What follows belongs to an exercise in optimizing a design on an open flow for small area and a short achievable clock period; a production flow would make more cautious choices.
Only simulation tests tie the RTL to the original design; equivalence was not proved.
No activity file was given, so power comes from the tool's default toggle rates.

==> flow/design.v <==
`timescale 1ns/1ns
`default_nettype none
module enigma_top (
    input  wire       clk,
    input  wire       srstn,
    input  wire       load_i,
    input  wire       encrypt_i,
    input  wire [5:0] code_i,
    output wire [5:0] code_o,
    output wire       code_valid_o
);
    logic             loading_q;
    logic             ready_q;
    localparam logic [383:0] ODD = {32{12'hfc0}};
    logic [63:0][5:0] st_q;
    wire  [63:0][5:0] ring = st_q ^ ODD;
    logic [5:0]       q_q;
    logic [5:0]       r_q;
    logic             pend_q;
    logic [5:0]       u_q;
    logic [5:0]       uc_q;
    logic [5:0]       js_q;
    logic             any_q;
    logic             valid_q;
    wire ld_acc  = load_i & ~ready_q;
    wire enc_acc = encrypt_i & ready_q;
    always_ff @(posedge clk) begin
        if (!srstn) begin
            loading_q <= 1'b0;
            ready_q   <= 1'b0;
        end else begin
            loading_q <= load_i & ~ready_q;
            ready_q   <= ready_q | (loading_q & ~load_i);
        end
    end
    always_ff @(posedge clk) begin
        if (!srstn) begin
            st_q <= ODD;
        end else begin
            st_q <= {ring[62:0], ld_acc ? code_i : ring[63]} ^ ODD;
        end
    end
    always_ff @(posedge clk) begin
        if (ld_acc) begin
            q_q <= 6'd0;
        end else begin
            q_q <= q_q + 6'd1 + {5'd0, enc_acc};
        end
    end
    wire [2:0] x_lo = code_i[2:0];
    wire [2:0] x_hi = code_i[5:3];
    wire [2:0] q_lo = q_q[2:0];
    wire [2:0] q_hi = q_q[5:3];
    wire       brw  = (x_lo >= q_lo);
    logic [7:0]      sel_lo;
    logic [7:0]      eq_hi;
    logic [7:0]      sel_hi;
    logic [7:0][5:0] grp;
    logic [5:0]      fst;
    always_comb begin
        for (int l = 0; l < 8; l++) begin
            sel_lo[l] = (x_lo == 3'(q_lo - 3'(l) - 3'd1));
            eq_hi[l]  = (x_hi == 3'(q_hi - 3'(l)));
        end
        for (int h = 0; h < 8; h++) begin
            sel_hi[h] = brw ? eq_hi[(h + 1) % 8] : eq_hi[h];
        end
        fst = '0;
        for (int h = 0; h < 8; h++) begin
            grp[h] = '0;
            for (int l = 0; l < 8; l++) begin
                grp[h] = grp[h] | (st_q[8*h+l] & {6{sel_lo[l]}});
            end
            fst = fst | (grp[h] & {6{sel_hi[h]}});
        end
    end
    wire       odd = sel_lo[1] | sel_lo[3] | sel_lo[5] | sel_lo[7];
    wire [5:0] ra  = fst ^ {6{~odd}};
    always_ff @(posedge clk) begin
        u_q    <= q_q;
        r_q    <= ra;
        pend_q <= srstn & enc_acc;
    end
    wire [5:0] u  = u_q;
    logic [63:0] w;
    logic [63:0] hm;
    always_comb begin
        for (int j = 0; j < 64; j++) begin
            w[j]  = (ring[j] == r_q);
            hm[j] = w[j] & (6'(j) <= u);
        end
    end
    function automatic logic [5:0] msb64(input logic [63:0] v);
        logic [31:0]      a1;
        logic [15:0]      a2;
        logic [7:0]       a3;
        logic [3:0]       a4;
        logic [1:0]       a5;
        logic [31:0]      i1;
        logic [15:0][1:0] i2;
        logic [7:0][2:0]  i3;
        logic [3:0][3:0]  i4;
        logic [1:0][4:0]  i5;
        for (int n = 0; n < 32; n++) begin
            a1[n] = v[2*n+1] | v[2*n];
            i1[n] = v[2*n+1];
        end
        for (int n = 0; n < 16; n++) begin
            a2[n] = a1[2*n+1] | a1[2*n];
            i2[n] = a1[2*n+1] ? {1'b1, i1[2*n+1]} : {1'b0, i1[2*n]};
        end
        for (int n = 0; n < 8; n++) begin
            a3[n] = a2[2*n+1] | a2[2*n];
            i3[n] = a2[2*n+1] ? {1'b1, i2[2*n+1]} : {1'b0, i2[2*n]};
        end
        for (int n = 0; n < 4; n++) begin
            a4[n] = a3[2*n+1] | a3[2*n];
            i4[n] = a3[2*n+1] ? {1'b1, i3[2*n+1]} : {1'b0, i3[2*n]};
        end
        for (int n = 0; n < 2; n++) begin
            a5[n] = a4[2*n+1] | a4[2*n];
            i5[n] = a4[2*n+1] ? {1'b1, i4[2*n+1]} : {1'b0, i4[2*n]};
        end
        msb64 = a5[1] ? {1'b1, i5[1]} : {1'b0, i5[0]};
    endfunction
    wire [5:0] jstar = (|hm) ? msb64(hm) : msb64(w);
    always_ff @(posedge clk) begin
        uc_q    <= u;
        js_q    <= jstar;
        any_q   <= |w;
        valid_q <= srstn & pend_q;
    end
    assign code_o       = any_q ? (uc_q - js_q) : 6'd0;
    assign code_valid_o = valid_q;
endmodule
`default_nettype wire
==> flow/run.sh <==
#!/bin/bash
# synth_recipe.tcl (not shown) runs the flow's synth.tcl, then flattens the netlist and writes it again
# the make line also repeats each setting of config.mk as NAME=value (left out here)
make -C /OpenROAD-flow-scripts/flow DESIGN_CONFIG=/design/flow/config.mk WORK_HOME=/design/flow/orfs CLKGATE_MAP_FILE= SYNTH_SCRIPT=/design/flow/synth_recipe.tcl finish
==> flow/config.mk <==
export PLATFORM = sky130hd
export DESIGN_NAME = enigma_top
export DESIGN_NICKNAME = enigma_top
export VERILOG_FILES = /design/flow/design.v
export SDC_FILE = /design/flow/constraint.sdc
export NUM_CORES = 4
export LEC_CHECK = 0
export CAP_MARGIN = 20
export CORE_MARGIN = 2
export CORE_UTILIZATION = 60
export CTS_BUF_LIST = sky130_fd_sc_hd__clkbuf_16
export CTS_CLUSTER_DIAMETER = 100
export CTS_CLUSTER_SIZE = 22
export SETUP_SLACK_MARGIN = 2.8
export SLEW_MARGIN = 20
==> flow/constraint.sdc <==
create_clock -name core_clock -period 6.0 [get_ports {clk}]
set_input_delay 1.2000 -clock core_clock [delete_from_list [all_inputs] [get_ports {clk}]]
set_output_delay 1.2000 -clock core_clock [all_outputs]
set_load 0.01 [all_outputs]
==> results.yml, run 1 <==
grt:
  grt_max_degree: 147
  grtUsageTotal: 0.415
  antenna_found_initial: 0
  grt_pass1_wl_um: 111000
  grt_overflow_total: 0
  grt_pass1_vias: 17000
sta:
  slew_violations: 0
  period_share: 0.568
  setup_tns_ns: 0
  fin_hold_ws_ns: 0.413
  tightest_slew_ns: 0.869
  finalHoldViolCount: 0
  fin_crit_ns: 3.41
  rsz0062_at_grt: "yes"
  max_freq_ghz: 0.294
  slew_headroom: 0.415
  fin_skew_ns: 0.0288
  setup_viol: 0
yosys:
  postSynthAreaPerCell_um2: 9.02
  yosysWarnings: 1
  synthFlopType: "dfxtp_1"
  synth_top_area_share: 0.403
  synthesis.area_mm2: 0.0208
  ys_ff_latch: 419
  syn_nets: 2333
  synth-edff-count: 0
  yosysTopAreaCell: "dfxtp_1"
  yosysUniqueCellTypes: 87
  synthTopCellsByArea: "dfxtp_1 40%, xor2_1 10%, xnor2_1 6.9%"
  syn-instance-count: 2306
  synthArstFlopShare: 0
  yosysSeqAreaShare: 0.403
floorplanning:
  rows: 68
  pin_count: 17
  initial_utilization: 0.605
  die-area_mm2: 0.0362
  die_w_um: 190
  core_area_mm2: 0.0344
  die_h_um: 190
routing:
  drtIter0Drc: 2831
  top_layer_used: "met4"
  via_per_inst: 6.63
  dr_wl_met2_um: 30900
  drt-pass1-iter-count: 13
  ant_nets: 0
  wl_per_cell_um: 28.1
  drt-met1-wl_um: 31100
  wl_met3_um: 10700
  num_vias: 18300
  drc_errors: 0
  wirelength_um: 77200
cells_and_area:
  fillers: 2859
  drive_gt1_frac: 0.107
  syn_to_final_growth_pct: 10.6
  multiInputGateArea_mm2: 0.0120
  fin_util: 0.669
  fin_nets: 2321
  design_area_mm2: 0.0230
  final-seq-area_mm2: 0.00841
  n_antenna_cell: 0
clocking:
  hold_buffers: 0
  cts_tree: "built"
  numCtsBuffers: 23
  root_buffer: "clkbuf_16"
  htree_levels: 1
  clock_latency_ns: 0.60
  path_clk_slew_ns: 0.09
  cts.sinks: 419
  cts.path.max_buffers: 3
worst_setup_path:
  critPathRequiredTime_ns: 4.80
  worstSetupPathType: "reg -> out"
  rrSetupSlack_ns: 2.76
  worstPathMaxFanout: 2
  end_kind: "output pin"
  crit_arrival_ns: 2.21
  crit_path_start_kind: "register"
power:
  p_seq_frac: 0.308
  total_power_mw: 9.66
  power.switching_mw: 4.15
  ir_drop_uv: 299
  swShare: 0.429
  p_comb_frac: 0.521
  internal_power_mw: 5.51
  powerDensity_mw_per_mm2: 420
  p_clk_frac: 0.171
  p_leak_nw: 8.31
place:
  hpwlAfterDp_um: 50200
  gp_congestion: 1.02
  numPortBuffers: 16
  placed_area_mm2: 0.0210
status:
  status: "finished clean"
worst_hold_path:
  hold_class: "reg -> reg"
run:
  cap_viol_max_count: 0
==> stage by stage <==
| stage | std cells | worst slack [ns] |
|---|---|---|
| 2_1_floorplan | 2306 | 2.81 |
| 3_3_place_gp | 2665 | 1.32 |
| 3_5_place_dp | 2665 | 1.22 |
| 4_1_cts | 2737 | 2.58 |
| 5_1_grt | 2753 | 2.51 |
| 6_report | 2753 | 2.59 |
==> worst max-delay path, cell delays in order (launching register included) <==
cell	delay, ns
dfxtp_2	0.32
inv_2	0.06
ha_4	0.19
a21o_1	0.18
a21o_1	0.20
a21o_1	0.18
a21oi_2	0.13
xnor2_1	0.12
and2_1	0.13
buf_2	0.13
==> cells in the mapped netlist, types with 10 or more instances <==
| cell type | n |
|---|---|
| xor2_1 | 246 |
| dfxtp_1 | 419 |
| a21o_1 | 11 |
| clkbuf_1 | 85 |
| o211ai_1 | 17 |
| or2_2 | 11 |
| nor4_1 | 32 |
| xnor2_1 | 163 |
| a222oi_1 | 78 |
| mux2i_1 | 24 |
| nand3_1 | 40 |
| nor2_1 | 91 |
| nor3_1 | 27 |
| buf_4 | 13 |
| a21oi_1 | 55 |
| and2_1 | 13 |
| o21ai_0 | 50 |
| nand2b_1 | 12 |
| a31oi_1 | 11 |
| nand4_1 | 63 |
| a22oi_1 | 33 |
| nand2_1 | 355 |
| inv_1 | 22 |
| buf_6 | 24 |
| ha_1 | 16 |
| and3_1 | 16 |
| o211a_1 | 10 |
| nor2b_1 | 194 |
==> cell type report <==
class                   count  share of cell area
inverters                  23             0.00376
well taps                 455              0.0248
repair buffers            106              0.0571
multi-input cells        1721               0.521
clock inverters             6             0.00256
clock buffers              23              0.0250
flip-flops and latches    419               0.366
==> what timing repair did <==
item	in CTS	in global routing
endpoints found under the setup margin	18	17
resized for setup	84	63
buffers inserted	38	13
pin swaps	19	27
gates cloned	5	3
==> kinds of logic (layout without fill, tap and decap cells) <==
kind of cell,Yosys count,in the layout,share of synthesized area
AOI/OAI and AO/OA,359,359,0.130
xor gates and xnor gates,411,411,0.174
adders and majority gates,17,17,0.0106
buffers and inverters,167,158,0.0449
DFF,419,419,0.403
muxes,25,25,0.0121
and+or+nand+nor,908,909,0.225
==> cell usage in the layout, fill, tap and decap left out, drive strengths merged, types with 14 or more instances in the layout <==
cell type	Yosys	final
a21oi	55	55
a222oi	78	78
a22oi	33	33
and2	14	14
and3	17	18
buf	59	92
clkbuf	85	28
dfxtp	419	419
ha	16	16
inv	22	27
mux2i	24	24
nand2	358	358
nand3	40	40
nand4	63	63
nor2	91	91
nor2b	194	194
nor3	31	31
nor4	38	38
o211ai	17	17
o21ai	55	55
xnor2	164	164
xor2	246	246
==> power groups by stage <==
stage	registers [mW]	logic, mW	clock network (mW)
after global placement	3.46	3.45	0
final	2.98	5.03	1.65
after detailed placement	3.46	3.49	0
after CTS	2.99	4.60	1.66
after global routing	2.98	5.22	1.75
after floorplan	2.95	3.07	0
==> state kept, by name, indices dropped and copies added, names as in the netlist <==
register   count
any_q          1
ready_q        1
uc_q           6
st_q         384
u_q            6
js_q           6
loading_q      1
q_q            6
valid_q        1
r_q            6
pend_q         1
==> worst paths after layout <==
kind,depth (start not counted),endpoint,start
worst min register to register,1,st_q[309],st_q[303]
worst min-delay path,1,st_q[309],st_q[303]
worst max register to register,11,js_q[3],r_q[3]
worst max-delay path,9,code_o[5],js_q[1]
==> per-layer routing <==
metal,global-route usage,vias to the layer above
li1,-,7957
met1,0.578,8702
met2,0.582,1329
met3,0.127,276
met4,0.196,0
met5,0,-
==> run 2, diff against run 1 <==
--- a/flow/config.mk
+++ b/flow/config.mk
@@ -13,3 +13,3 @@
 export CTS_CLUSTER_SIZE = 22
-export SETUP_SLACK_MARGIN = 2.8
+export SETUP_SLACK_MARGIN = 2.5
 export SLEW_MARGIN = 20
==> run 2 against run 1 <==
Compared with the run above: still clean; die area unchanged; critical path depth unchanged; non-clock buffer count decreased by 37; final cell count decreased by 1.3%; via count decreased by 2.0%; wire length decreased by 5.3%; largest cell class unchanged; largest power group unchanged; highest routed layer unchanged.
==> results.yml, run 2 <==
sta:
  rsz0062_at_grt: "no"
  fin_skew_ns: 0.0243
  fin_hold_ws_ns: 0.415
  setup_tns_ns: 0
  finalHoldViolCount: 0
  fin_crit_ns: 3.46
  slew_violations: 0
  max_freq_ghz: 0.289
  period_share: 0.576
  slew_headroom: 0.308
  worst_slack_ns: 2.54
  setup_viol: 0
  tightest_slew_ns: 1.03
clocking:
  clock_latency_ns: 0.58
  cts.path.max_buffers: 3
  cts_tree: "built"
  root_buffer: "clkbuf_16"
  htree_levels: 1
  path_clk_slew_ns: 0.08
  numCtsBuffers: 23
  cts.sinks: 419
yosys:
  yosysTopAreaCell: "dfxtp_1"
  yosysUniqueCellTypes: 87
  synthTopCellsByArea: "dfxtp_1 40%, xor2_1 10%, xnor2_1 6.9%"
  synth-edff-count: 0
  yosysSeqAreaShare: 0.403
  ys_ff_latch: 419
  synth_compound_area_frac: 0.130
  synthAdderAreaFrac: 0.0106
  post-synth-top-count-cell: "dfxtp_1"
  synthesis.area_mm2: 0.0208
  synth_top_family_by_area: "simple AND/OR/NAND/NOR gates"
  synthSimpleGateAreaFrac: 0.225
  synthArstFlopShare: 0
  muxShareOfSynthArea: 0.0121
  syn_nets: 2333
  yosys.area_share.xor_xnor: 0.174
  synthFlopType: "dfxtp_1"
  yosysWarnings: 1
  synth_common_cells: "419 x dfxtp_1, 355 x nand2_1, 246 x xor2_1"
  postSynthAreaPerCell_um2: 9.02
  synth_top_area_share: 0.403
  syn-instance-count: 2306
cells_and_area:
  n_antenna_cell: 0
  multiInputGateArea_mm2: 0.0117
  fin_util: 0.646
  final_cells: 2716
  design_area_mm2: 0.0222
  largest_register: "st_q"
  layout_commonest_cell: "dfxtp_1"
  drive_gt1_frac: 0.0734
  fillers: 2985
  largest_reg_flops: 384
  fin_nets: 2285
  final-seq-area_mm2: 0.00841
  syn_to_final_growth_pct: 6.77
  final_cell_mix: "411 x dfxtp_1, 354 x nand2_1, 244 x xor2_1"
floorplanning:
  pin_count: 17
  rows: 68
  core_area_mm2: 0.0344
  die-area_mm2: 0.0362
  die_h_um: 190
  initial_utilization: 0.605
  die_w_um: 190
worst_setup_path:
  worstPathMaxFanout: 2
  worstPathCellList: "inv_4 > ha_4 > a21o_1 > a21o_1 > a21o_1 > a21oi_2 > xnor2_1 > and2_1 > buf_2"
  worstSetupPathType: "reg -> out"
  crit_path_start_kind: "register"
  crit_buf_inv: 2
  rrSetupSlack_ns: 2.60
  crit_family: "compound AO/OA/AOI/OAI gates"
  crit_arrival_ns: 2.26
  end_kind: "output pin"
  critPathRequiredTime_ns: 4.80
  crit_path_frequent_cell: "a21o_1"
  crit_slowest_cell: "dfxtp_2"
  cpPeakStageDelay_ns: 0.35
grt:
  grtUsageTotal: 0.391
  grt_max_degree: 218
  grt_overflow_total: 0
  antenna_found_initial: 0
  grt_pass1_vias: 16500
  grt_pass1_wl_um: 107000
place:
  pre_cts_ws_ns: 1.43
  placed_area_mm2: 0.0211
  place_inst: 2666
  gp_congestion: 1.02
  hpwlAfterDp_um: 49400
  numPortBuffers: 16
power:
  ir_drop_uv: 313
  internal_power_mw: 5.25
  p_clk_frac: 0.178
  total_power_mw: 9.17
  powerDensity_mw_per_mm2: 413
  p_leak_nw: 8.00
  p_seq_frac: 0.345
  p_comb_frac: 0.477
  power.switching_mw: 3.92
  swShare: 0.427
routing:
  drtIter0Drc: 2828
  via_per_inst: 6.59
  num_vias: 17900
  wirelength_um: 73200
  wl_per_cell_um: 26.9
  ant_nets: 0
  drc_errors: 0
  drt-pass1-iter-count: 13
run:
  cap_viol_max_count: 0
worst_hold_path:
  hold_class: "reg -> reg"
status:
  status: "finished clean"
-- run 2: per-layer routing --
metal  track usage  up-vias  routed length [µm]
met2         0.567     1177               30400
li1              -     7903                   -
met4         0.162        0                3530
met5             0        -                   0
met1         0.556     8594               30800
met3        0.0919      233                8500
-- run 2: worst reg2reg max path: stages (launching register included) --
cell	delay, ns
dfxtp_4	0.66
buf_4	0.42
xor2_1	0.21
nor2_1	0.08
and3_4	0.21
nor4_2	0.45
nand4_1	0.22
or2_1	0.36
or4_1	0.64
-- run 2: kinds of logic after synthesis --
group,Yosys count
multiplexers,25
AO/OA/AOI/OAI,359
XOR/XNOR,411
flip-flops,419
AND/OR/NAND/NOR,908
buffers and inverters,167
adder cells (fa/ha/maj),17
-- run 2: worst paths after layout --
check        startpoint        end  depth (start not counted)
min           st_q[281]  st_q[287]                          1
max reg2reg      r_q[4]      any_q                          8
min reg2reg   st_q[281]  st_q[287]                          1
max             js_q[1]  code_o[5]                          9
-- run 2: power by group through the flow --
stage	sequential [mW]	clock (mW)	combinational, mW
after floorplan	2.95	0	3.06
final	3.16	1.64	4.38
after global routing	3.16	1.75	4.57
after detailed placement	3.49	0	3.47
after CTS	3.23	1.64	3.90
after global placement	3.49	0	3.42
-- run 2: final cells by class --
class,instances,share of cell area
multi-input cells,1722,0.526
flip-flops and latches,419,0.379
repair buffers,69,0.0372
clock buffers,23,0.0259
well taps,455,0.0256
inverters,23,0.00400
clock inverters,5,0.00186
-- run 2: timing repair --
item,in CTS,in global routing
pin swaps,7,15
buffers inserted,11,9
gates cloned,2,0
hold buffers,0,0
endpoints found under the setup margin,15,14
resized for setup,29,27
==> run 3, diff against run 2 <==
--- a/flow/design.v
+++ b/flow/design.v
@@ -15,2 +15,4 @@
     logic [63:0][5:0] st_q;
+    logic             clr_q;
+    logic             keep_q;
     wire  [63:0][5:0] ring = st_q ^ ODD;
@@ -36,7 +38,18 @@
     always_ff @(posedge clk) begin
-        if (!srstn) begin
-            st_q <= ODD;
-        end else begin
-            st_q <= {ring[62:0], ld_acc ? code_i : ring[63]} ^ ODD;
+        clr_q  <= ~srstn;
+        keep_q <= srstn;
+    end
+    logic [63:0][5:0] ring_d;
+    always_comb begin
+        ring_d[0] = ld_acc ? code_i : (ring[63] & {6{keep_q}});
+        for (int j = 1; j < 64; j++) begin
+            if (j % 2 == 1) begin
+                ring_d[j] = ring[j-1] & {6{keep_q}};
+            end else begin
+                ring_d[j] = ring[j-1] & {6{~clr_q}};
+            end
         end
+    end
+    always_ff @(posedge clk) begin
+        st_q <= ring_d ^ ODD;
     end
==> run 3 against run 2 <==
Compared with the run above: still clean on timing, DRC and antenna; die area shrank 1.7%; sequential share of layout area grew 0.094 points; final cell count grew 0.18%; critical path depth grew 4; non-clock buffer count grew 21; clock skew grew 0.0067 ns; sequential power shrank 5%; critical endpoint is now r_q[4].
==> results.yml, run 3 <==
routing:
  via_per_inst: 6.67
  num_vias: 18200
  ant_nets: 0
  drtIter0Drc: 2550
  wl_per_cell_um: 27.5
  drt-pass1-iter-count: 8
  drc_errors: 0
  wirelength_um: 74800
worst_setup_path:
  worstPathMaxFanout: 10
  critPathRequiredTime_ns: 6.48
  crit_arrival_ns: 4.03
  worstSetupPathType: "in -> reg"
  crit_path_start_kind: "input port"
  end_kind: "register"
clocking:
  numCtsBuffers: 23
  hold_buffers: 0
  cts.sinks: 421
  cts_tree: "built"
  htree_levels: 1
  cts.path.max_buffers: 3
  root_buffer: "clkbuf_16"
  path_clk_slew_ns: 0.10
  clock_latency_ns: 0.59
yosys:
  synth-edff-count: 0
  post-synth-top-count-cell: "dfxtp_1"
  yosysUniqueCellTypes: 90
  postSynthAreaPerCell_um2: 8.90
  ys_ff_latch: 421
  synth_common_cells: "421 x dfxtp_1, 296 x nand2_1, 277 x nor2_1"
  syn_nets: 2323
  synthTopCellsByArea: "dfxtp_1 41%, xnor2_1 9.5%, xor2_1 8.2%"
  synthesis.area_mm2: 0.0204
  synthArstFlopShare: 0
  synth_top_area_share: 0.412
  yosysSeqAreaShare: 0.412
  yosysTopAreaCell: "dfxtp_1"
  synthFlopType: "dfxtp_1"
  yosysWarnings: 1
  syn-instance-count: 2296
sta:
  tightest_slew_ns: 0.988
  setup_tns_ns: 0
  fin_crit_ns: 3.54
  max_freq_ghz: 0.282
  period_share: 0.591
  finalHoldViolCount: 0
  slew_violations: 0
  worst_slack_ns: 2.46
  fin_skew_ns: 0.0310
  setup_viol: 0
  rsz0062_at_grt: "yes"
  slew_headroom: 0.341
cells_and_area:
  largest_reg_flops: 384
  largest_register: "st_q"
  syn_to_final_growth_pct: 9.01
  design_area_mm2: 0.0223
  fin_nets: 2296
  layout_commonest_cell: "dfxtp_1"
  final_cell_mix: "411 x dfxtp_1, 295 x nand2_1, 275 x nor2_1"
  n_antenna_cell: 0
  drive_gt1_frac: 0.0915
  fillers: 2808
  final_cells: 2721
floorplanning:
  initial_utilization: 0.609
  die-area_mm2: 0.0355
  die_w_um: 189
  pin_count: 17
  core_area_mm2: 0.0335
  rows: 67
  die_h_um: 189
power:
  total_power_mw: 9.72
  p_leak_nw: 7.87
  ir_drop_uv: 294
  powerDensity_mw_per_mm2: 436
place:
  pre_cts_ws_ns: 1.22
  hpwlAfterDp_um: 48300
  placed_area_mm2: 0.0206
  place_inst: 2644
  numPortBuffers: 16
  gp_congestion: 0.992
grt:
  grt_overflow_total: 0
  grtUsageTotal: 0.412
  antenna_found_initial: 5
  grt_max_degree: 88
  grt_pass1_vias: 17200
  grt_pass1_wl_um: 111000
worst_hold_path:
  hold_class: "reg -> reg"
status:
  status: "finished clean"
run:
  cap_viol_max_count: 0
[run 3: changes by cell type after synthesis, moves of 19 or more]
cell      before  now
a21oi_1       55   82
o22ai_1        8   28
nand3_1       40   21
o211ai_1      17   57
a222oi_1      78   48
xor2_1       246  191
nor2_1        91  277
o21ai_0       50   31
nor2b_1      194    8
nand2_1      355  296
xnor2_1      163  222
mux2i_1       24   48
[run 3: what timing repair did]
action | in CTS | in global routing
pin swaps | 11 | 12
setup endpoints to repair | 16 | 15
resized for setup | 62 | 38
buffers inserted | 34 | 11
cloned | 2 | 1
[run 3: logic make-up after synthesis]
family / share of synthesized area
compound gates: 0.143
xor+xnor: 0.177
fa+ha+maj: 0.0108
simple gates: 0.186
buf+inv: 0.0462
flops: 0.412
mux: 0.0241
[run 3: final timing paths]
| kind | slack, ns | cells past startpoint | endpoint | startpoint |
|---|---|---|---|---|
| min reg2reg | 0.40 | 1 | st_q[47] | st_q[41] |
| max reg2reg | 2.55 | 11 | js_q[1] | r_q[1] |
| min | 0.40 | 1 | st_q[47] | st_q[41] |
| max | 2.46 | 13 | r_q[4] | code_i[0] |
[run 3: layer usage]
metal,vias up,share of wire,GRT usage
met3,271,0.10,0.0810
met1,8777,0.40,0.556
met5,-,0.00075,0
met4,8,0.057,0.206
li1,7917,-,-
met2,1189,0.43,0.631
[run 3: worst max-delay path, cell delays in order]
cell and delay, ns:
clkdlybuf4s50_1 0.49, inv_1 0.08, ha_4 0.28, nand2b_1 0.18
a21o_1 0.23, a21oi_4 0.26, buf_6 0.19, buf_4 0.14
a31oi_4 0.08, buf_12 0.18, o22ai_1 0.42, nor4_2 0.12
xor2_1 0.16
[run 3: area by class of cell]
cell class / instances / area, µm² / share of cell area
clock buffers: 23 / 576 / 0.0258
clock inverters: 6 / 43.8 / 0.00197
inverters: 23 / 86.3 / 0.00388
multi-input cells: 1710 / 11500 / 0.516
flip-flops and latches: 421 / 8460 / 0.380
well taps: 448 / 561 / 0.0252
repair buffers: 90 / 1050 / 0.0471
[run 3: where the power goes]
group          switching, mW  total (mW)  internal [mW]
registers              0.122        3.00           2.88
logic                   3.13        5.06           1.93
clock network          0.953        1.65          0.700
total                   4.20        9.72           5.52
[run 3: metrics by stage]
| step | hold slack, ns | util |
|---|---|---|
| after CTS | 0.401 | 0.654 |
| after detailed placement | 0.396 | 0.614 |
| after global placement | 0.387 | 0.614 |
| final | 0.403 | 0.664 |
| after floorplan | 0.326 | - |
| after global routing | 0.421 | 0.664 |
==> run 4, diff against run 3 <==
--- a/flow/config.mk
+++ b/flow/config.mk
@@ -13,3 +13,3 @@
 export CTS_CLUSTER_SIZE = 22
-export SETUP_SLACK_MARGIN = 2.5
+export SETUP_SLACK_MARGIN = 2.8
 export SLEW_MARGIN = 20
==> run 4 against run 3 <==
Compared with the run above: register-to-register slack improved by 0.13 ns; final area increased by 2.7%; critical endpoint is now code_o[5]; still clean; largest power group unchanged; synthesized area unchanged; synthesized cell count unchanged; global-route usage about the same.
==> results.yml, run 4 <==
routing:
  num_vias: 18200
  wl_per_cell_um: 27.7
  drt-pass1-iter-count: 9
  via_per_inst: 6.65
  drc_errors: 0
  drtIter0Drc: 2551
  ant_nets: 0
  wirelength_um: 75900
yosys:
  ys_ff_latch: 421
  yosysUniqueCellTypes: 90
  syn-instance-count: 2296
  synthTopCellsByArea: "dfxtp_1 41%, xnor2_1 9.5%, xor2_1 8.2%"
  postSynthAreaPerCell_um2: 8.90
  synth_common_cells: "421 x dfxtp_1, 296 x nand2_1, 277 x nor2_1"
  post-synth-top-count-cell: "dfxtp_1"
  synthFlopType: "dfxtp_1"
  syn_nets: 2323
  yosysWarnings: 1
  synth_top_area_share: 0.412
  synthesis.area_mm2: 0.0204
  yosysSeqAreaShare: 0.412
  yosysTopAreaCell: "dfxtp_1"
  synth-edff-count: 0
  synthArstFlopShare: 0
grt:
  antenna_found_initial: 2
  grt_pass1_wl_um: 111000
  grt_max_degree: 91
  grt_pass1_vias: 17400
  grt_overflow_total: 0
  grtUsageTotal: 0.412
cells_and_area:
  fin_nets: 2317
  largest_register: "st_q"
  drive_gt1_frac: 0.128
  syn_to_final_growth_pct: 12.0
  fin_util: 0.682
  largest_reg_flops: 384
  final_cell_mix: "403 x dfxtp_1, 295 x nand2_1, 274 x nor2_1"
  layout_commonest_cell: "dfxtp_1"
  design_area_mm2: 0.0229
clocking:
  hold_buffers: 0
  clock_latency_ns: 0.58
  root_buffer: "clkbuf_16"
  htree_levels: 1
  cts.sinks: 421
  numCtsBuffers: 23
  path_clk_slew_ns: 0.09
  cts.path.max_buffers: 3
  cts_tree: "built"
floorplanning:
  initial_utilization: 0.609
  pin_count: 17
  rows: 67
  core_area_mm2: 0.0335
  die-area_mm2: 0.0355
  die_h_um: 189
  die_w_um: 189
power:
  ir_drop_uv: 333
  p_leak_nw: 8.06
  powerDensity_mw_per_mm2: 442
  total_power_mw: 10.1
sta:
  slew_headroom: 0.347
  slew_violations: 0
  fin_skew_ns: 0.0306
  max_freq_ghz: 0.298
  fin_crit_ns: 3.35
  setup_viol: 0
  tightest_slew_ns: 0.979
  finalHoldViolCount: 0
  setup_tns_ns: 0
  rsz0062_at_grt: "yes"
  period_share: 0.559
worst_setup_path:
  critPathRequiredTime_ns: 4.80
  worstSetupPathType: "reg -> out"
  crit_arrival_ns: 2.15
  end_kind: "output pin"
  worstPathMaxFanout: 2
  crit_path_start_kind: "register"
run:
  cap_viol_max_count: 0
worst_hold_path:
  hold_class: "reg -> reg"
place:
  hpwlAfterDp_um: 47200
  placed_area_mm2: 0.0207
  gp_congestion: 1.01
  numPortBuffers: 16
status:
  status: "finished clean"
==> run 4: cell types whose count changed in the layout (fill, tap and decap cells not counted), moves of 6 or more <==
| cell | previous run | this run |
|---|---|---|
| a21oi_1 | 64 | 48 |
| buf_4 | 45 | 59 |
| a21oi_2 | 17 | 30 |
| dfxtp_1 | 411 | 403 |
| o22ai_2 | 0 | 6 |
==> run 4: worst max-delay path, cell delays in order, from the launching register on <==
cell and delay [ns]:
dfxtp_2 0.33, inv_2 0.08, ha_4 0.20, a21o_1 0.15, a21o_1 0.19, a21o_1 0.16, a21oi_2 0.13, xnor2_1 0.12
and2_1 0.12, buf_2 0.12
==> run 4: final cells by class <==
type                            instances  area [µm²]
Clock inverter                          5        40.0
Sequential cell                       421        8480
Multi-Input combinational cell       1710       11800
Inverter                               23        92.6
Clock buffer                           23         576
Tap cell                              448         561
Antenna cell                            1        2.50
Timing Repair Buffer                  111        1320
Fill cell                            2769       10700
==> run 4: repair_timing <==
item	CTS	global route
buffers inserted	47	12
hold endpoints to repair	0	0
pin swaps	32	31
cloned	6	3
resized for setup	123	74
setup endpoints to repair	18	16
==> run 4: per-layer routing <==
| layer | vias up | track usage | routed length, µm | share of wire |
|---|---|---|---|---|
| met2 | 1248 | 0.609 | 31500 | 0.42 |
| met4 | 2 | 0.233 | 5330 | 0.070 |
| met5 | - | 0 | 18 | 0.00024 |
| li1 | 7950 | - | - | - |
| met1 | 8728 | 0.562 | 30000 | 0.40 |
| met3 | 300 | 0.0840 | 9040 | 0.12 |
==> run 4: path summary, 6_finish.rpt <==
path	start	to	slack, ns	depth (start not counted)
max	js_q[1]	code_o[5]	2.65	9
min	st_q[36]	st_q[42]	0.41	1
max reg2reg	r_q[5]	js_q[0]	2.68	11
min reg2reg	st_q[36]	st_q[42]	0.41	1
==> run 4: where the power goes <==
| part | switching, mW | total, mW | internal (mW) | leakage, nW |
|---|---|---|---|---|
| Clock | 0.928 | 1.63 | 0.699 | 0.314 |
| Combinational | 3.33 | 5.44 | 2.10 | 4.34 |
| Sequential | 0.158 | 3.04 | 2.88 | 3.42 |
| Total | 4.42 | 10.1 | 5.69 | 8.06 |
==> run 4: cells by family after synthesis <==
group	count (synthesis)	synth area share
AOI/OAI and AO/OA	402	0.143
xor gates and xnor gates	413	0.177
adders and majority gates	17	0.0108
buffers and inverters	167	0.0462
DFF	421	0.412
muxes	49	0.0241
and+or+nand+nor	827	0.186
==> run 4: per-stage QoR <==
stage / std cells / hold WS [ns] / setup WS [ns]
detailed placement: 2645 / 0.393 / 1.36
global route: 2741 / 0.421 / 2.55
floorplan: 2296 / 0.326 / 2.81
finish: 2742 / 0.406 / 2.65
global placement: 2645 / 0.390 / 1.38
CTS: 2726 / 0.397 / 2.64
==> run 5, diff against run 4 <==
--- a/flow/config.mk
+++ b/flow/config.mk
@@ -13,3 +13,3 @@
 export CTS_CLUSTER_SIZE = 22
-export SETUP_SLACK_MARGIN = 2.8
+export SETUP_SLACK_MARGIN = 2.65
 export SLEW_MARGIN = 20
==> run 5 against run 4 <==
Compared with the run above: still clean; wire length barely moved; fmax fell by 1.6%; power shrank 1.9%; sequential power barely moved; largest cell class unchanged.
==> results.yml, run 5 <==
worst_setup_path:
  crit_slowest_cell: "dfxtp_4"
  worstPathCellList: "ha_4 > a21o_1 > a21o_1 > a21o_1 > a21oi_2 > xnor2_1 > and2_1 > buf_2"
  end_kind: "output pin"
  worstPathMaxFanout: 2
  crit_arrival_ns: 2.21
  ff2ff_path_depth: 9
  crit_path_start_kind: "register"
  critPathRequiredTime_ns: 4.80
  crit_path_frequent_cell: "a21o_1"
  worstSetupPathType: "reg -> out"
  cpPeakStageDelay_ns: 0.36
clocking:
  hold_buffers: 0
  cts_tree: "built"
  clock_latency_ns: 0.58
  path_clk_slew_ns: 0.10
  htree_levels: 1
  root_buffer: "clkbuf_16"
  numCtsBuffers: 23
  cts.sinks: 421
  cts.path.max_buffers: 3
sta:
  finalHoldViolCount: 0
  tightest_slew_ns: 0.999
  setup_tns_ns: 0
  fin_crit_ns: 3.41
  slew_headroom: 0.334
  setup_viol: 0
  rsz0062_at_grt: "yes"
  slew_violations: 0
  period_share: 0.568
  fin_skew_ns: 0.0304
  worst_slack_ns: 2.59
  max_freq_ghz: 0.294
  fin_hold_ws_ns: 0.402
yosys:
  yosys.area_share.xor_xnor: 0.177
  yosysWarnings: 1
  ys_ff_latch: 421
  yosysSeqAreaShare: 0.412
  syn-instance-count: 2296
  synth_common_cells: "421 x dfxtp_1, 296 x nand2_1, 277 x nor2_1"
  muxShareOfSynthArea: 0.0241
  synthArstFlopShare: 0
  synth_top_area_share: 0.412
  post-synth-top-count-cell: "dfxtp_1"
  synthTopCellsByArea: "dfxtp_1 41%, xnor2_1 9.5%, xor2_1 8.2%"
  synth_compound_area_frac: 0.143
  synthesis.area_mm2: 0.0204
  yosysTopAreaCell: "dfxtp_1"
  synthFlopType: "dfxtp_1"
  yosysUniqueCellTypes: 90
  syn_nets: 2323
  postSynthAreaPerCell_um2: 8.90
  synth_top_family_by_area: "simple AND/OR/NAND/NOR gates"
  synth-edff-count: 0
  synthSimpleGateAreaFrac: 0.186
  synthAdderAreaFrac: 0.0108
place:
  gp_congestion: 1.01
  pre_cts_ws_ns: 1.33
  hpwlAfterDp_um: 46300
  numPortBuffers: 16
  placed_area_mm2: 0.0206
  place_inst: 2644
power:
  p_comb_frac: 0.531
  p_leak_nw: 7.99
  swShare: 0.434
  p_seq_frac: 0.305
  power.switching_mw: 4.30
  powerDensity_mw_per_mm2: 439
  ir_drop_uv: 328
  total_power_mw: 9.91
  internal_power_mw: 5.61
  p_clk_frac: 0.164
floorplanning:
  core_area_mm2: 0.0335
  die_h_um: 189
  rows: 67
  die-area_mm2: 0.0355
  initial_utilization: 0.609
  die_w_um: 189
  pin_count: 17
grt:
  grt_overflow_total: 0
  grt_pass1_vias: 17400
  grt_pass1_wl_um: 110000
  grt_max_degree: 90
  antenna_found_initial: 2
  grtUsageTotal: 0.407
worst_hold_path:
  hold_class: "reg -> reg"
  holdPathStages: 1
status:
  status: "finished clean"
cells_and_area:
  drive_gt1_frac: 0.112
  largest_reg_flops: 384
  fillers: 2738
  fin_nets: 2319
  layout_commonest_cell: "dfxtp_1"
  final-seq-area_mm2: 0.00847
  syn_to_final_growth_pct: 10.5
  multiInputGateArea_mm2: 0.0116
  design_area_mm2: 0.0226
  largest_register: "st_q"
  fin_util: 0.673
  final_cells: 2744
  final_cell_mix: "406 x dfxtp_1, 295 x nand2_1, 275 x nor2_1"
routing:
  num_vias: 18400
  wl_per_cell_um: 27.6
  via_per_inst: 6.70
  drt-pass1-iter-count: 9
  drtIter0Drc: 2713
  drc_errors: 0
  ant_nets: 0
  wirelength_um: 75900
run:
  cap_viol_max_count: 0
[run 5: cell count changes in the layout (fill, tap and decap cells not counted), sizes merged]
cell           previous run  this run
and3                      8        12
inv                      27        28
clkbuf                   28        24
dlygate4sd2               0         2
dlymetal6s2s              0         2
bufbuf                    1         0
nand2b                   13        14
buf                      97        94
clkdlybuf4s15             0         1
clkinvlp                  1         0
[run 5: area by class of cell]
cell class	instances	area share
well taps	448	0.0248
flip-flops and latches	421	0.375
inverters	23	0.00393
clock buffers	23	0.0255
multi-input cells	1715	0.515
diodes	1	0.000111
repair buffers	108	0.0539
clock inverters	5	0.00177
[run 5: worst paths after layout]
check / start / endpoint / slack, ns
setup reg to reg: u_q[5] / js_q[2] / 2.65
hold reg to reg: st_q[72] / st_q[78] / 0.40
setup / recovery: uc_q[1] / code_o[5] / 2.59
hold / removal: st_q[72] / st_q[78] / 0.40
[run 5: logic make-up after synthesis]
kind of cell,after synthesis
AOI/OAI and AO/OA,402
xor gates and xnor gates,413
adders and majority gates,17
buffers and inverters,167
DFF,421
muxes,49
and+or+nand+nor,827
[run 5: power groups by stage]
stage | Sequential (mW) | Combinational (mW) | Clock [mW]
after floorplan | 2.96 | 3.18 | 0
after global placement | 3.57 | 3.53 | 0
after detailed placement | 3.58 | 3.56 | 0
after CTS | 3.19 | 4.49 | 1.64
after global routing | 3.02 | 5.43 | 1.74
final | 3.02 | 5.26 | 1.63
[run 5: layer usage]
layer | global-route usage | share of wire | vias up
met4 | 0.202 | 0.062 | 6
met2 | 0.628 | 0.43 | 1227
met1 | 0.541 | 0.39 | 8860
met3 | 0.0868 | 0.12 | 304
met5 | 0 | 0.0012 | -
li1 | - | - | 7980
[run 5: critical path: cells and delay by family (launching register included)]
family / cells / cell delay (ns)
xor gates and xnor gates: 1 / 0.14
buffers and inverters: 1 / 0.12
DFF: 1 / 0.36
AOI/OAI and AO/OA: 4 / 0.64
and+or+nand+nor: 1 / 0.14
adders and majority gates: 1 / 0.23
[run 5: timing repair]
| item | 4_1_cts | 5_1_grt |
|---|---|---|
| setup endpoints to repair | 18 | 15 |
| pin swaps | 21 | 19 |
| buffers inserted | 22 | 37 |
| cloned | 4 | 7 |
| gates resized for setup | 90 | 53 |
==> run 6, diff against run 5 <==
--- a/flow/design.v
+++ b/flow/design.v
@@ -24,3 +24,2 @@
     logic [5:0]       js_q;
-    logic             any_q;
     logic             valid_q;
@@ -138,3 +137,3 @@
     endfunction
-    wire [5:0] jstar = (|hm) ? msb64(hm) : msb64(w);
+    wire [5:0] jstar = (|hm) ? msb64(hm) : ((|w) ? msb64(w) : u);
     always_ff @(posedge clk) begin
@@ -142,6 +141,5 @@
         js_q    <= jstar;
-        any_q   <= |w;
         valid_q <= srstn & pend_q;
     end
-    assign code_o       = any_q ? (uc_q - js_q) : 6'd0;
+    assign code_o       = uc_q - js_q;
     assign code_valid_o = valid_q;
==> run 6 against run 5 <==
Compared with the run above: still clean; hold slack worse by 0.0030 ns; clock skew down 0.011 ns; power down 1.9%; global-route usage up 1.1 points; non-clock buffer count down 6; critical path depth up 2; via count up 2.3%; final cell count up 0.84%; wire length up 1.4%; clock power up 3%; final area down 1.2%; largest cell class unchanged.
==> results.yml, run 6 <==
floorplanning:
  initial_utilization: 0.607
  die_w_um: 188
  core_area_mm2: 0.0334
  pin_count: 17
  die_h_um: 188
  die-area_mm2: 0.0353
  rows: 67
cells_and_area:
  fin_util: 0.669
  fin_nets: 2343
  layout_commonest_cell: "dfxtp_1"
  final_cell_mix: "408 x dfxtp_1, 364 x nand2_1, 273 x nor2_1"
  n_antenna_cell: 0
  drive_gt1_frac: 0.0914
  design_area_mm2: 0.0223
  syn_to_final_growth_pct: 10.1
  largest_reg_flops: 384
  largest_register: "st_q"
grt:
  antenna_found_initial: 2
  grt_pass1_vias: 17100
  use_met2: 0.591
  top_usage_layer: "met1"
  globalRouteMet1Util: 0.595
  grtUsageTotal: 0.417
  grt_overflow_total: 0
  grt.met3_usage: 0.116
  grt_max_degree: 111
  grt_pass1_wl_um: 111000
sta:
  slew_headroom: 0.260
  max_freq_ghz: 0.295
  rsz0062_at_grt: "yes"
  finalHoldViolCount: 0
  period_share: 0.565
  fin_skew_ns: 0.0190
  setup_viol: 0
  slew_violations: 0
  setup_tns_ns: 0
  worst_slack_ns: 2.61
  tightest_slew_ns: 1.11
  fin_crit_ns: 3.39
clocking:
  root_buffer: "clkbuf_16"
  path_clk_slew_ns: 0.10
  htree_levels: 1
  numCtsBuffers: 23
  hold_buffers: 0
  cts.sinks: 420
  clock_latency_ns: 0.57
  cts.path.max_buffers: 3
  cts_tree: "built"
worst_setup_path:
  ff2ff_path_depth: 10
  crit_path_frequent_cell: "a211o_1"
  cpPeakStageDelay_ns: 0.61
  worstPathMaxFanout: 13
  crit_slowest_cell: "nor4_1"
  worstSetupPathType: "reg -> reg"
  crit_family: "compound AO/OA/AOI/OAI gates"
  crit_path_start_kind: "register"
  crit_buf_inv: 1
  crit_arrival_ns: 3.83
  cp.depth: 10
  end_kind: "register"
  worstPathCellList: "buf_12 > xnor2_1 > nor4_1 > and2_1 > nor2_1 > a211o_1 > a211o_1 > a211oi_1 > o311a_1 > o211ai_1"
  critPathRequiredTime_ns: 6.44
  rrSetupSlack_ns: 2.61
yosys:
  post-synth-top-count-cell: "dfxtp_1"
  yosysSeqAreaShare: 0.415
  syn-instance-count: 2331
  ys_ff_latch: 420
  synthesis.area_mm2: 0.0203
  yosysUniqueCellTypes: 89
  synth-edff-count: 0
  yosysWarnings: 1
  synthArstFlopShare: 0
  synthFlopType: "dfxtp_1"
  yosysTopAreaCell: "dfxtp_1"
  synth_top_area_share: 0.415
  synthTopCellsByArea: "dfxtp_1 41%, xnor2_1 9.3%, xor2_1 8.6%"
  synth_common_cells: "420 x dfxtp_1, 365 x nand2_1, 276 x nor2_1"
  syn_nets: 2358
  postSynthAreaPerCell_um2: 8.69
power:
  p_leak_nw: 8.10
  ir_drop_uv: 307
  total_power_mw: 9.73
  powerDensity_mw_per_mm2: 436
routing:
  drt-pass1-iter-count: 18
  wl_per_cell_um: 27.8
  drc_errors: 0
  num_vias: 18800
  drtIter0Drc: 3674
  via_per_inst: 6.80
  wirelength_um: 76900
  ant_nets: 0
place:
  numPortBuffers: 16
  hpwlAfterDp_um: 49600
  gp_congestion: 1.01
  placed_area_mm2: 0.0205
  pre_cts_ws_ns: 1.58
worst_hold_path:
  hold_class: "reg -> reg"
  holdPathStages: 1
run:
  cap_viol_max_count: 0
status:
  status: "finished clean"
run 6: cell count changes in the layout (fill, tap and decap cells not counted), moves of 16 or more:
cell,delta
a222oi_1,+37
nand4_1,+33
o211ai_1,-34
mux2i_1,-36
o22ai_1,-18
nand3_1,+22
a21oi_2,-30
a22oi_1,-20
nand2_1,+69
o21ai_0,+16
run 6: cell families (layout without fill, tap and decap cells):
kind of cell,after synthesis,after routing,share of synthesized area
mux,18,18,0.00889
xor+xnor,412,412,0.178
fa+ha+maj,17,17,0.0109
compound gates,363,363,0.137
simple gates,928,931,0.207
buf+inv,173,158,0.0425
flops,420,420,0.415
run 6: final cells by class:
type,count,area [µm²]
Timing Repair Buffer,102,1190
Multi-Input combinational cell,1741,11400
Clock inverter,5,61.3
Clock buffer,23,576
Sequential cell,420,8440
Inverter,28,105
Fill cell,2786,11100
Tap cell,448,561
run 6: repair_timing:
action,CTS,global route
gates resized for setup,54,52
endpoints found under the hold margin,0,0
pin swaps,15,25
gates cloned,5,3
buffers inserted,23,33
endpoints found under the setup margin,17,14
run 6: per-stage QoR:
step / hold slack [ns] / std cells
floorplan: 0.329 / 2331
global placement: 0.389 / 2675
detailed placement: 0.393 / 2675
CTS: 0.407 / 2731
global route: 0.427 / 2767
finish: 0.399 / 2767
run 6: worst reg2reg max path: stages, from the launching register on:
cell and delay (ns):
dfxtp_4 0.56, buf_12 0.24, xnor2_1 0.12, nor4_1 0.61, and2_1 0.39, nor2_1 0.11
a211o_1 0.28, a211o_1 0.29, a211oi_1 0.35, o311a_1 0.22, o211ai_1 0.08
run 6: worst paths after layout:
path / end / from
max: js_q[1] / r_q[5]
min: st_q[32] / st_q[26]
max reg2reg: js_q[1] / r_q[5]
min reg2reg: st_q[32] / st_q[26]
run 6: power by group:
group	leakage, nW	internal [mW]	switching, mW
Clock	0.315	0.737	0.947
Combinational	4.38	2.01	2.99
Sequential	3.40	2.87	0.169
Total	8.10	5.62	4.10
run 6: per-layer routing:
layer | part of all wire | vias to the layer above
met1 | 0.39 | 8869
met2 | 0.40 | 1547
met4 | 0.055 | 2
li1 | - | 8080
met3 | 0.16 | 309
met5 | 0.00017 | -

==> port drivers added, routing unchanged <==
Ports are ideal in the flow. The routed layouts listed here were re-timed in OpenROAD. Step 1 assumes that a clkbuf_16 drives the clock port and a buf_2 every other input. Step 2 adds t to the input delays and takes it off the output delays; t is the mean of the earliest and latest rising clock arrival at the registers after step 1. Input paths then give back, and output paths get back, about the clock's delay inside the block. Three values: ideal, step 1, step 2; two values: the first two.
run	t, ns	slack for setup (ns)	worst hold slack (ns)	worst setup path at the end
run 1	0.638	2.594 / 2.538 / 2.245	0.413 / 0.413 / 0.413	input to register
run 2	0.629	2.543 / 2.483 / 1.952	0.415 / 0.415 / 0.415	input to register
run 3	0.635	2.457 / 2.490 / 1.855	0.403 / 0.403 / 0.403	input to register
run 4	0.625	2.649 / 2.588 / 2.236	0.406 / 0.406 / 0.406	input to register
run 5	0.623	2.593 / 2.535 / 2.116	0.402 / 0.402 / 0.402	input to register
run 6	0.621	2.608 / 2.608 / 2.081	0.399 / 0.399 / 0.399	input to register
After both steps setup and hold are still met in every run listed. For run 3, which loses most, drivers alone change the setup slack by +0.033 ns; drivers and shift together by -0.602 ns.
